This design comes from an exercise in tuning for small area and a short achievable clock period on the open sky130 flow, not from production work.
No functional check of the RTL was part of any run shown here.
Power is estimated from default activity; no workload was simulated.

==> design/flow/run.sh <==
#!/bin/bash
# synth_recipe.tcl (not shown) runs the flow's synth.tcl, then flattens the netlist and writes it again
# the make line also repeats each setting of config.mk as NAME=value (left out here)
make -C /OpenROAD-flow-scripts/flow DESIGN_CONFIG=/design/flow/config.mk WORK_HOME=/design/flow/orfs CLKGATE_MAP_FILE= SYNTH_SCRIPT=/design/flow/synth_recipe.tcl finish
==> design/flow/config.mk <==
export PLATFORM = sky130hd
export DESIGN_NAME = mem_responder
export DESIGN_NICKNAME = mem_responder
export VERILOG_FILES = /design/flow/design.v
export SDC_FILE = /design/flow/constraint.sdc
export NUM_CORES = 4
export LEC_CHECK = 0
export CAP_MARGIN = 20
export CORE_MARGIN = 2
export CORE_UTILIZATION = 55
export PLACE_DENSITY_LB_ADDON = 0.1
export SETUP_SLACK_MARGIN = 3.7
export SLEW_MARGIN = 20
==> design/flow/constraint.sdc <==
create_clock -name core_clock -period 6.0 [get_ports {clk}]
set_input_delay 1.2000 -clock core_clock [delete_from_list [all_inputs] [get_ports {clk}]]
set_output_delay 1.2000 -clock core_clock [all_outputs]
set_load 0.01 [all_outputs]
==> design/flow/design.v <==
package mem_resp_pkg;
  localparam int unsigned MR_ADDR_W = 8;
  localparam int unsigned MR_DATA_W = 8;
  localparam int unsigned MR_DEPTH  = 200;
  localparam int unsigned MR_RD_LAT = 2;
  localparam int unsigned             MR_FILL_W   = 64;
  localparam logic [MR_FILL_W-1:0]    MR_OOR_FILL = '1;
endpackage
module mem_resp_pipe;
endmodule
module mem_responder #(
  parameter int unsigned ADDR_W = mem_resp_pkg::MR_ADDR_W,
  parameter int unsigned DATA_W = mem_resp_pkg::MR_DATA_W,
  parameter int unsigned DEPTH  = mem_resp_pkg::MR_DEPTH
) (
  input  logic              clk,
  input  logic              rst_n,
  input  logic              enable,
  input  logic              read,
  input  logic [ADDR_W-1:0] addr,
  input  logic [DATA_W-1:0] wdata,
  output logic [DATA_W-1:0] data,
  output logic              data_valid,
  output logic              err
);
  localparam logic [DATA_W-1:0] FILL = DATA_W'(mem_resp_pkg::MR_OOR_FILL);
  localparam int unsigned       NCOL = 16;                         
  localparam int unsigned       NRIG = 4;                          
  localparam int unsigned       NROW = (DEPTH + NCOL - 1) / NCOL;  
  localparam int unsigned       NGRP = (NROW + NRIG - 1) / NRIG;   
  logic w_in_range, w_wr_req, w_rd_req;
  assign w_in_range = 32'(addr) < DEPTH;
  assign w_wr_req   = enable & ~read;
  assign w_rd_req   = enable & read;
  logic [NCOL-1:0]   r_col;       
  logic [NCOL-1:0]   r_col_n;     
  logic [NROW-1:0]   r_row_wr;    
  logic [NROW-1:0]   r_row_wr_n;  
  logic [NCOL-1:0]   r_gcol [NGRP];  
  logic [NRIG-1:0]   r_rig;       
  logic [DATA_W-1:0] r_wdata;
  logic              r_rd;
  logic              r_oor;       
  logic              r_ph;        
  always_ff @(posedge clk) begin
    for (int unsigned g = 0; g < NGRP; g++)
      for (int unsigned j = 0; j < NCOL; j++)
        r_gcol[g][j] <= (addr[7:6] == 2'(g)) & (addr[3:0] == 4'(j));
    for (int unsigned k = 0; k < NRIG; k++) r_rig[k] <= addr[5:4] == 2'(k);
    r_oor <= ~w_in_range;
  end
  always_ff @(posedge clk or negedge rst_n) begin
    if (!rst_n) begin
      r_col      <= '1;
      r_col_n    <= '0;
      r_row_wr   <= '1;
      r_row_wr_n <= '0;
      r_wdata    <= '0;
      r_rd       <= 1'b0;
      r_ph       <= 1'b0;
    end else begin
      for (int unsigned j = 0; j < NCOL; j++) begin
        r_col[j]   <= addr[3:0] == 4'(j);
        r_col_n[j] <= addr[3:0] != 4'(j);
      end
      for (int unsigned i = 0; i < NROW; i++) begin
        r_row_wr[i]   <= w_wr_req & (addr[7:4] == 4'(i));
        r_row_wr_n[i] <= ~(w_wr_req & (addr[7:4] == 4'(i)));
      end
      r_wdata <= wdata;
      r_rd    <= w_rd_req;
      r_ph    <= ~r_ph;
    end
  end
  logic [DATA_W-1:0] r_mem [DEPTH];
  logic [DATA_W-1:0] w_wd;    
  assign w_wd = r_wdata ^ {DATA_W{r_ph}};
  for (genvar b = 0; b < DEPTH; b++) begin : g_mem
    logic w_we, w_hold;
    assign w_we   = ~(r_row_wr_n[b / NCOL] | r_col_n[b % NCOL]);
    assign w_hold = ~(r_row_wr[b / NCOL] & r_col[b % NCOL]);
    always_ff @(posedge clk) begin
      r_mem[b] <= ~(({DATA_W{w_we}} & w_wd) | ({DATA_W{w_hold}} & r_mem[b]));
    end
  end
  logic [DATA_W-1:0] w_row_data [NROW];
  logic [DATA_W-1:0] w_grp_data [NGRP];
  logic [DATA_W-1:0] w_rd_data;
  always_comb begin
    for (int unsigned i = 0; i < NROW; i++) begin
      w_row_data[i] = '0;
      for (int unsigned j = 0; j < NCOL; j++)
        if (i * NCOL + j < DEPTH)
          w_row_data[i] = w_row_data[i] |
                          ({DATA_W{r_gcol[i / NRIG][j]}} & r_mem[i * NCOL + j]);
    end
    for (int unsigned g = 0; g < NGRP; g++) begin
      w_grp_data[g] = '0;
      for (int unsigned k = 0; k < NRIG; k++)
        if (g * NRIG + k < NROW)
          w_grp_data[g] = w_grp_data[g] | ({DATA_W{r_rig[k]}} & w_row_data[g * NRIG + k]);
    end
    w_rd_data = '0;
    for (int unsigned g = 0; g < NGRP; g++) w_rd_data = w_rd_data | w_grp_data[g];
    w_rd_data = r_oor ? FILL : (w_rd_data ^ {DATA_W{r_ph}});
  end
  logic              r_valid;
  logic              r_err;
  logic [DATA_W-1:0] r_data;
  always_ff @(posedge clk or negedge rst_n) begin
    if (!rst_n) begin
      r_valid <= 1'b0;
      r_err   <= 1'b0;
      r_data  <= '0;
    end else begin
      r_valid <= r_rd;
      r_err   <= (r_rd & r_oor) | (w_wr_req & ~w_in_range);
      if (r_rd) r_data <= w_rd_data;
    end
  end
  assign data       = r_data;
  assign data_valid = r_valid;
  assign err        = r_err;
endmodule
==> summary.txt, run 1 <==
Placed design
  – Port bufs: 29
  – Pre-CTS WS: 2.74 ns
  – Placer Congestion: between 1 and 1.5
  – Placed instance area: 60,700 sq um
  – Dpl hpwl: approximately 180,000 um

Global routing
  – First-pass GRT wire length: 412,000 um
  – Vias in the first global route: 51.9k
  – Largest net degree at the start of global routing: 103
  – Initial antenna violation count: 31
  – Overflow after GRT: 0
  – GRT Total Usage: 0.525

Synth
  – Top-area cell type share of the netlist area: 0.561
  – Post-synth EDFFs: 0
  – Ys flop type: dfxtp_1
  – Synth cell types: 30
  – Post-Synthesis Cells: 5,344
  – Asr flop ratio synth: 0.0449
  – Mapped Avg Cell Area: about 11 sq um
  – Post-Synthesis Net Count: about 5.4k
  – Synth area leaders: dfxtp_1, a22oi_1, a22o_1
  – Warnings from Yosys: 5
  – Post-synthesis cell area: 59,300 sq um
  – Post-synthesis sequential area ratio: 0.594
  – Synth Register Bits: 1,739
  – Synth area leader: dfxtp_1

CTS
  – TritonCTS clock tree: yes
  – Clk sink count: 1,739
  – CTS clock-pin slew for the worst setup and hold paths: 0.07 ns
  – CTS HTree Levels: 4
  – Clock latency on the worst-skew pair: 0.82 ns
  – Clock root buffer: clkbuf_16
  – TritonCTS Buffers: 172
  – Clock tree buffer depth: 3

Die
  – Die H: 332 um
  – DIE AREA: 110,000 sq um
  – Die W: 332 um
  – Core footprint: between 100,000 and 150,000 sq um
  – IO Pins: 30
  – Initial Utilization: 0.554
  – FP Rows: 120

Critical path
  – WP data required: 6.73 ns
  – Worst r2r dst: r_data[4]$_DFFE_PN0P_
  – Crit. End Element: flop
  – Register-to-register setup slack: 3.13 ns
  – CP max FO: 17
  – R2r startpoint: r_gcol[0][12]$_DFF_P_
  – CP Class: flop to flop
  – Crit start category: flop
  – R2R cell count: 6
  – Worst Path Arrival: 3.59 ns

Detailed routing
  – # DRC: 0
  – Final wirelength: 302,000 um
  – Avg WL per Cell: 43.4 um
  – Vias: 57.1k
  – DR pass1 iterations: 12
  – Routed Antenna Nets: 0
  – Avg Vias per Cell: between 8 and 9
  – Drt initial violations: 12.8k

Cells and area
  – Syn-to-layout area delta: 20.4%
  – Nets@finish: 5,410
  – Design area: between 70,000 and 80,000 sq um
  – Layout cells sized above 1: 0.161
  – FILL cells: 8,119

Pwr
  – Combinational fraction of design power: 0.052
  – Reg power frac: 0.495
  – Sw Share: 0.241
  – Internal power: 19.1 mW
  – Net Sw Power: around 6.0 mW
  – VDD IR max: 0.000330 V
  – P per Cell Area: 352 nW/um^2
  – Leakage: between 30 and 40 nW
  – Clock share of power: 0.453

STA
  – Fin worst setup slack: 3.13 ns
  – Slew headroom: 0.125
  – Clk_skew: about 0.033 ns
  – Fin Hold WS: 0.203 ns
  – RSZ-0062 raised after global routing: true
  – Slew Limit Fails: 0
  – Setup TNS: 0 ns
  – Crit path time final: around 2.9 ns
  – Slew @ Worst Pin: approximately 1.3 ns
  – Fmax: approximately 350 MHz
  – Setup violations, final: 0
  – Final hold viol count: 0
  – Crit share post-route: 0.478

Min path
  – Min-Delay Path Class: input port to async pin

Status
  – Status: complete, no violations

Flow run
  – Max-cap viol count: 0
## cell type report
class	count	area (sq um)	area share
Antenna cell	23	57.6	0.000806
Clock buffer	265	5270	0.0739
Clock inverter	52	618	0.00866
Inverter	34	128	0.00179
Multi-Input combinational cell	3152	24400	0.341
Sequential cell	1739	35400	0.496
Tap cell	1403	1760	0.0246
Timing Repair Buffer	291	3760	0.0526
## critical path, stage by stage, from the launching register on
cell,delay [ns]
dfxtp_4,0.50
buf_12,0.26
a221oi_2,0.40
nand4_1,0.52
o31a_1,0.57
o41a_1,0.36
a211oi_2,0.15
## power groups by stage
stage	combinational (mW)	sequential (mW)	clock (mW)
after floorplan	0.647	12.4	0
after CTS	1.18	12.4	11.2
final	1.31	12.4	11.4
after detailed placement	1.04	12.6	0
after global placement	1.02	12.6	0
after global routing	1.32	12.4	11.7
## sequential cells by signal (all words and copies together), names as in the netlist, 4 cells and up
register    flops
r_col          16
r_rig           4
r_data          8
r_row_wr       13
r_col_n        16
r_wdata         8
r_mem        1600
r_row_wr_n     13
r_gcol         56
## worst max-delay path by stage
| stage | startpoint | to | slack [ns] | depth (start not counted) |
|---|---|---|---|---|
| 2_1_floorplan | addr[7] | r_row_wr_n[1]$_DFF_PN0_ | 3.82 | 3 |
| 3_3_place_gp | r_gcol[0][4]$_DFF_P_ | r_data[4]$_DFFE_PN0P_ | 2.72 | 7 |
| 3_5_place_dp | r_gcol[0][4]$_DFF_P_ | r_data[4]$_DFFE_PN0P_ | 2.74 | 7 |
| 4_1_cts | r_data[7]$_DFFE_PN0P_ | data[7] | 3.33 | 1 |
| 5_1_grt | r_gcol[1][8]$_DFF_P_ | r_data[5]$_DFFE_PN0P_ | 3.23 | 6 |
| 6_report | r_gcol[0][12]$_DFF_P_ | r_data[4]$_DFFE_PN0P_ | 3.13 | 6 |
## cells in the final DEF, fill, tap and decap left out, types with 36 or more instances in the layout
cell	synthesis	routed
buf_4	0	139
nand2_1	250	250
dfxtp_4	0	46
buf_6	8	36
clkbuf_8	0	45
clkbuf_1	293	40
a22oi_1	1824	1807
a22o_1	288	275
buf_12	0	53
nand4_1	113	113
dfxtp_1	1661	1613
nor2_1	278	272
a221oi_2	2	136
a221oi_1	286	118
clkbuf_16	0	181
## Yosys cell counts (all sizes together) (10+ instances only)
master  number
clkbuf     293
nor2       278
nand4      113
dfxtp     1661
buf        128
a22oi     1824
inv         34
nor4        16
dfrtp       49
o31a        24
nand2      250
dfstp       29
a221oi     288
nor3        10
a22o       288
## through the flow
step	std cells	total power [mW]	utilization
3_5_place_dp	6444	13.7	0.567
4_1_cts	6907	24.8	0.659
2_1_floorplan	5344	13.1	-
5_1_grt	6938	25.5	0.666
6_report	6959	25.1	0.667
3_3_place_gp	6444	13.6	0.566
## cells by family (layout without fill, tap and decap cells)
family,after synthesis,count (layout),share of synthesized area
buffers and inverters,455,642,0.0309
flip-flops,1739,1739,0.594
AND/OR/NAND/NOR,693,693,0.0505
XOR/XNOR,8,10,0.00118
other,0,23,0
AO/OA/AOI/OAI,2449,2449,0.323
## timing repair
action,4_1_cts,5_1_grt
setup endpoints to repair,1268,312
pin swaps,73,43
buffers inserted,125,28
hold buffers,0,0
gates cloned,21,1
gates resized for setup,459,89
## metal layers
metal  vias to the layer above  GRT usage  wire, um
met3                      1816      0.280     54400
met1                     27621      0.644    104000
li1                      21578          -         -
met4                        46      0.400     30600
met5                         -    0.00999       449
met2                      6066      0.682    113000
==> run 2, diff against run 1 <==
--- a/design/flow/design.v
+++ b/design/flow/design.v
@@ -35,5 +35,3 @@
   logic [NCOL-1:0]   r_col;       
-  logic [NCOL-1:0]   r_col_n;     
   logic [NROW-1:0]   r_row_wr;    
-  logic [NROW-1:0]   r_row_wr_n;  
   logic [NCOL-1:0]   r_gcol [NGRP];  
@@ -43,3 +41,2 @@
   logic              r_oor;       
-  logic              r_ph;        
   always_ff @(posedge clk) begin
@@ -53,21 +50,11 @@
     if (!rst_n) begin
-      r_col      <= '1;
-      r_col_n    <= '0;
-      r_row_wr   <= '1;
-      r_row_wr_n <= '0;
-      r_wdata    <= '0;
-      r_rd       <= 1'b0;
-      r_ph       <= 1'b0;
+      r_col    <= '1;
+      r_row_wr <= '1;
+      r_wdata  <= '0;
+      r_rd     <= 1'b0;
     end else begin
-      for (int unsigned j = 0; j < NCOL; j++) begin
-        r_col[j]   <= addr[3:0] == 4'(j);
-        r_col_n[j] <= addr[3:0] != 4'(j);
-      end
-      for (int unsigned i = 0; i < NROW; i++) begin
-        r_row_wr[i]   <= w_wr_req & (addr[7:4] == 4'(i));
-        r_row_wr_n[i] <= ~(w_wr_req & (addr[7:4] == 4'(i)));
-      end
+      for (int unsigned j = 0; j < NCOL; j++) r_col[j] <= addr[3:0] == 4'(j);
+      for (int unsigned i = 0; i < NROW; i++) r_row_wr[i] <= w_wr_req & (addr[7:4] == 4'(i));
       r_wdata <= wdata;
       r_rd    <= w_rd_req;
-      r_ph    <= ~r_ph;
     end
@@ -75,10 +62,5 @@
   logic [DATA_W-1:0] r_mem [DEPTH];
-  logic [DATA_W-1:0] w_wd;    
-  assign w_wd = r_wdata ^ {DATA_W{r_ph}};
   for (genvar b = 0; b < DEPTH; b++) begin : g_mem
-    logic w_we, w_hold;
-    assign w_we   = ~(r_row_wr_n[b / NCOL] | r_col_n[b % NCOL]);
-    assign w_hold = ~(r_row_wr[b / NCOL] & r_col[b % NCOL]);
     always_ff @(posedge clk) begin
-      r_mem[b] <= ~(({DATA_W{w_we}} & w_wd) | ({DATA_W{w_hold}} & r_mem[b]));
+      if (r_row_wr[b / NCOL] & r_col[b % NCOL]) r_mem[b] <= r_wdata;
     end
@@ -102,5 +84,4 @@
     end
-    w_rd_data = '0;
+    w_rd_data = r_oor ? FILL : '0;
     for (int unsigned g = 0; g < NGRP; g++) w_rd_data = w_rd_data | w_grp_data[g];
-    w_rd_data = r_oor ? FILL : (w_rd_data ^ {DATA_W{r_ph}});
   end
--- a/design/flow/config.mk
+++ b/design/flow/config.mk
@@ -9,3 +9,3 @@
 export CORE_MARGIN = 2
-export CORE_UTILIZATION = 55
+export CORE_UTILIZATION = 65
 export PLACE_DENSITY_LB_ADDON = 0.1
==> run 2 against run 1 <==
  * Sequential power grew 6%
  * Sequential cell count shrank 30
  * Highest routed layer unchanged
  * Register-to-register slack gained 0.23 ns
  * Utilization grew 9.1 points
  * First-iteration DRC count shrank 25%
  * Still clean
  * Largest cell class unchanged
  * Cell count shrank 31%
  * Largest power group unchanged
  * Critical path type unchanged
  * Die area shrank 13%
  * Design area shrank 0.88%
  * Global-route usage shrank 6.6 points
==> summary.txt, run 2 <==
Detailed routing
  – Avg Vias per Cell: 8.21
  – Vias: 39.5k
  – # DRC: 0
  – Routed Antenna Nets: 0
  – DR pass1 iterations: 9
  – Final wirelength: 227,000 um
  – Avg WL per Cell: about 47 um
  – Drt initial violations: 9,579

STA
  – Final hold viol count: 0
  – Slew Limit Fails: 0
  – Slew headroom: 0.192
  – Crit share post-route: 0.438
  – Crit path time final: 2.63 ns
  – RSZ-0062 raised after global routing: true
  – Setup TNS: 0 ns
  – Slew @ Worst Pin: 1.21 ns
  – Setup violations, final: 0
  – Fmax: ~380 MHz
  – Fin Hold WS: approximately 0.54 ns
  – Clk_skew: approximately 0.028 ns

Die
  – DIE AREA: 96,600 sq um
  – Initial Utilization: 0.656
  – Die W: around 310 um
  – Die H: 311 um
  – Core footprint: 93,300 sq um
  – IO Pins: 30
  – FP Rows: 112

Critical path
  – Worst Path Arrival: 3.28 ns
  – Crit start category: flop
  – R2r startpoint: r_gcol[1][8]$_DFF_P_
  – Top Family by Delay on Critical Path: compound AO/OA/AOI/OAI gates
  – CP max stage cell: or4_4
  – WP data required: around 6.7 ns
  – Worst r2r dst: r_data[6]$_DFFE_PN0P_
  – Crit path buf inv count: 1
  – CP max FO: 13
  – R2R cell count: 6
  – Worst path cell trace: buf_12, a221oi_1, nand4_1, or4_4, a21oi_4, a31oi_1
  – Crit. End Element: flop
  – CP Class: flop to flop
  – Register-to-register setup slack: approximately 3.4 ns
  – CP peak stage delay: 0.53 ns

Synth
  – Cell with the most instances after synthesis: edfxtp_1
  – Asr flop ratio synth: 0.0281
  – Top-area cell type share of the netlist area: 0.785
  – Synth area leader: edfxtp_1
  – Post-Synthesis Net Count: approximately 3.2k
  – Ys flop type: edfxtp_1
  – Post-synthesis sequential area ratio: 0.825
  – Synth cell types: 33
  – Commonest cells in the netlist: edfxtp_1, a22o_1, a221oi_1, and2_1
  – Mapped Avg Cell Area: 19.0 sq um
  – Post-Synthesis Cells: ~3.2k
  – Warnings from Yosys: 5
  – Synth area leaders: edfxtp_1, a22o_1, a221oi_1
  – Post-synth EDFFs: 1,600
  – Post-synthesis cell area: 61,200 sq um
  – Synth Register Bits: 1,709

Pwr
  – Final Power: ~24 mW
  – P per Cell Area: 336 nW/um^2
  – Leakage: 22.7 nW
  – VDD IR max: 0.000262 V

Global routing
  – GRT Total Usage: 0.459
  – Largest net degree at the start of global routing: 110
  – Initial antenna violation count: 15
  – First-pass GRT wire length: 298,000 um
  – Overflow after GRT: 0
  – Vias in the first global route: approximately 37k

Cells and area
  – Commonest non-fill, non-tap cell in the layout: edfxtp_1
  – Commonest cells after routing, fill and taps aside: edfxtp_1, a22o_1, a221oi_1, and2_1, clkbuf_16
  – Top reg by flops: r_mem
  – Design area: 70,800 sq um
  – Layout cells sized above 1: 0.183
  – Syn-to-layout area delta: 15.6%
  – Max reg flops: around 1.6k
  – Largest registers: r_mem: 1600 flops, r_gcol: 56 flops, r_col: 16 flops
  – Nets@finish: 3,430

CTS
  – CTS clock-pin slew for the worst setup and hold paths: approximately 0.07 ns
  – TritonCTS clock tree: yes
  – Clock latency on the worst-skew pair: 0.78 ns
  – CTS Hold Buffers Added: 0
  – CTS HTree Levels: 4
  – Clock root buffer: clkbuf_16
  – Clk sink count: 1,709
  – TritonCTS Buffers: 162
  – Clock tree buffer depth: 3

Placed design
  – Dpl hpwl: 124,000 um
  – Port bufs: 29
  – Placed instance area: 62,900 sq um
  – Placer Congestion: 0.977

Min path
  – Worst Hold Endpoint: r_err$_DFF_PN0_
  – Hold Crit Start: r_oor$_DFF_P_
  – Hold Crit Depth: 2
  – Min-Delay Path Class: flop to flop

Status
  – Status: complete, no violations

Flow run
  – Max-cap viol count: 0
## run 2: cell types whose count changed after synthesis, sizes merged, moves of 30 or more
cell,previous run,this run
a22oi,1824,94
buf,128,89
and2,1,201
clkbuf,293,105
edfxtp,0,1600
nor2,278,72
nand2,250,36
a221oi,288,338
dfxtp,1661,61
a22o,288,336
dfrtp,49,19
## run 2: kinds of logic (layout without fill, tap and decap cells)
kind of cell,after synthesis,after routing,synth area share
AOI/OAI and AO/OA,819,819,0.115
and+or+nand+nor,479,480,0.0442
buffers and inverters,213,529,0.0152
DFF,1709,1709,0.825
other,0,13,0
## run 2: final cells by class
type | count | area [sq um]
clock inverters | 83 | 634
repair buffers | 219 | 2610
multi-input cells | 1299 | 10700
inverters | 19 | 71.3
fillers | 5157 | 22600
clock buffers | 208 | 4460
flip-flops and latches | 1709 | 50700
diodes | 13 | 32.5
well taps | 1254 | 1570
## run 2: power by group
part / internal (mW) / leakage [nW] / total (mW) / switching [mW]
clock: 5.62 / 2.50 / 10.0 / 4.38
sequential: 13.1 / 15.4 / 13.2 / 0.132
combinational: 0.165 / 4.82 / 0.596 / 0.431
## run 2: repair_timing
item                       4_1_cts  5_1_grt
pin swaps                       48       45
cloned                           9        4
setup endpoints to repair       94      104
buffers inserted                80       23
gates resized for setup        278       72
## run 2: worst register-to-register path: stages (launching register included)
cell	delay, ns
dfxtp_4	0.42
buf_12	0.24
a221oi_1	0.53
nand4_1	0.33
or4_4	0.53
a21oi_4	0.31
a31oi_1	0.13
## run 2: worst max-delay path by stage
stage,startpoint,end,slack (ns),cells after the start
3_3_place_gp,r_rd$_DFF_PN0_,r_data[0]$_DFFE_PN0P_,1.53,6
4_1_cts,r_data[0]$_DFFE_PN0P_,data[0],3.38,1
2_1_floorplan,r_wdata[0]$_DFF_PN0_,r_mem[0][0]$_DFFE_PP_,4.01,0
6_report,r_gcol[1][8]$_DFF_P_,r_data[6]$_DFFE_PN0P_,3.37,6
3_5_place_dp,r_rd$_DFF_PN0_,r_data[6]$_DFFE_PN0P_,2.52,6
5_1_grt,r_gcol[1][5]$_DFF_P_,r_data[7]$_DFFE_PN0P_,3.39,6
## run 2: routing by layer
layer  wire, um  track usage  share of wire
met2      93000        0.638           0.41
met4      18200        0.260          0.080
met5        191            0        0.00084
met1      70100        0.599           0.31
met3      45200        0.217           0.20
## run 2: stage by stage
stage	worst slack, ns	std cells	util
floorplan	4.01	3220	-
global placement	1.53	4383	0.673
detailed placement	2.52	4384	0.674
CTS	3.38	4764	0.750
global route	3.39	4792	0.758
finish	3.37	4804	0.758

## what the ideal ports hide
The flow's constraints put no driver on any port. The routed layouts listed below were extracted and timed again, unchanged, in two steps.
Step 1 (the two cells are an assumption about what drives the block):
set clk [get_ports {clk}]
set_driving_cell -lib_cell sky130_fd_sc_hd__clkbuf_16 $clk
set_driving_cell -lib_cell sky130_fd_sc_hd__buf_2 [delete_from_list [all_inputs] $clk]
Step 2 times the ports against the registers' clock, not the clock port: input delays grow and output delays shrink by t, the midpoint of the rising clock arrivals with the driver on.
a / b / c = ideal ports / drivers / drivers and shift; a / b = the first two.
run | t (ns) | slack for setup (ns) | latest minus earliest clock arrival (ns) | slew at the worst register clock pin (ns) | worst slew at a driven data input, ns
run 1 | 0.883 | 3.134 / 3.134 / 2.884 | 0.042 / 0.041 | 0.07 / 0.07 | 0.22
run 2 | 0.843 | 3.369 / 3.312 / 2.865 | 0.032 / 0.032 | 0.07 / 0.07 | 0.04
After both steps every run listed still meets setup and hold. For run 2, which loses most, drivers alone change the setup slack by -0.057 ns; drivers and shift together by -0.504 ns.
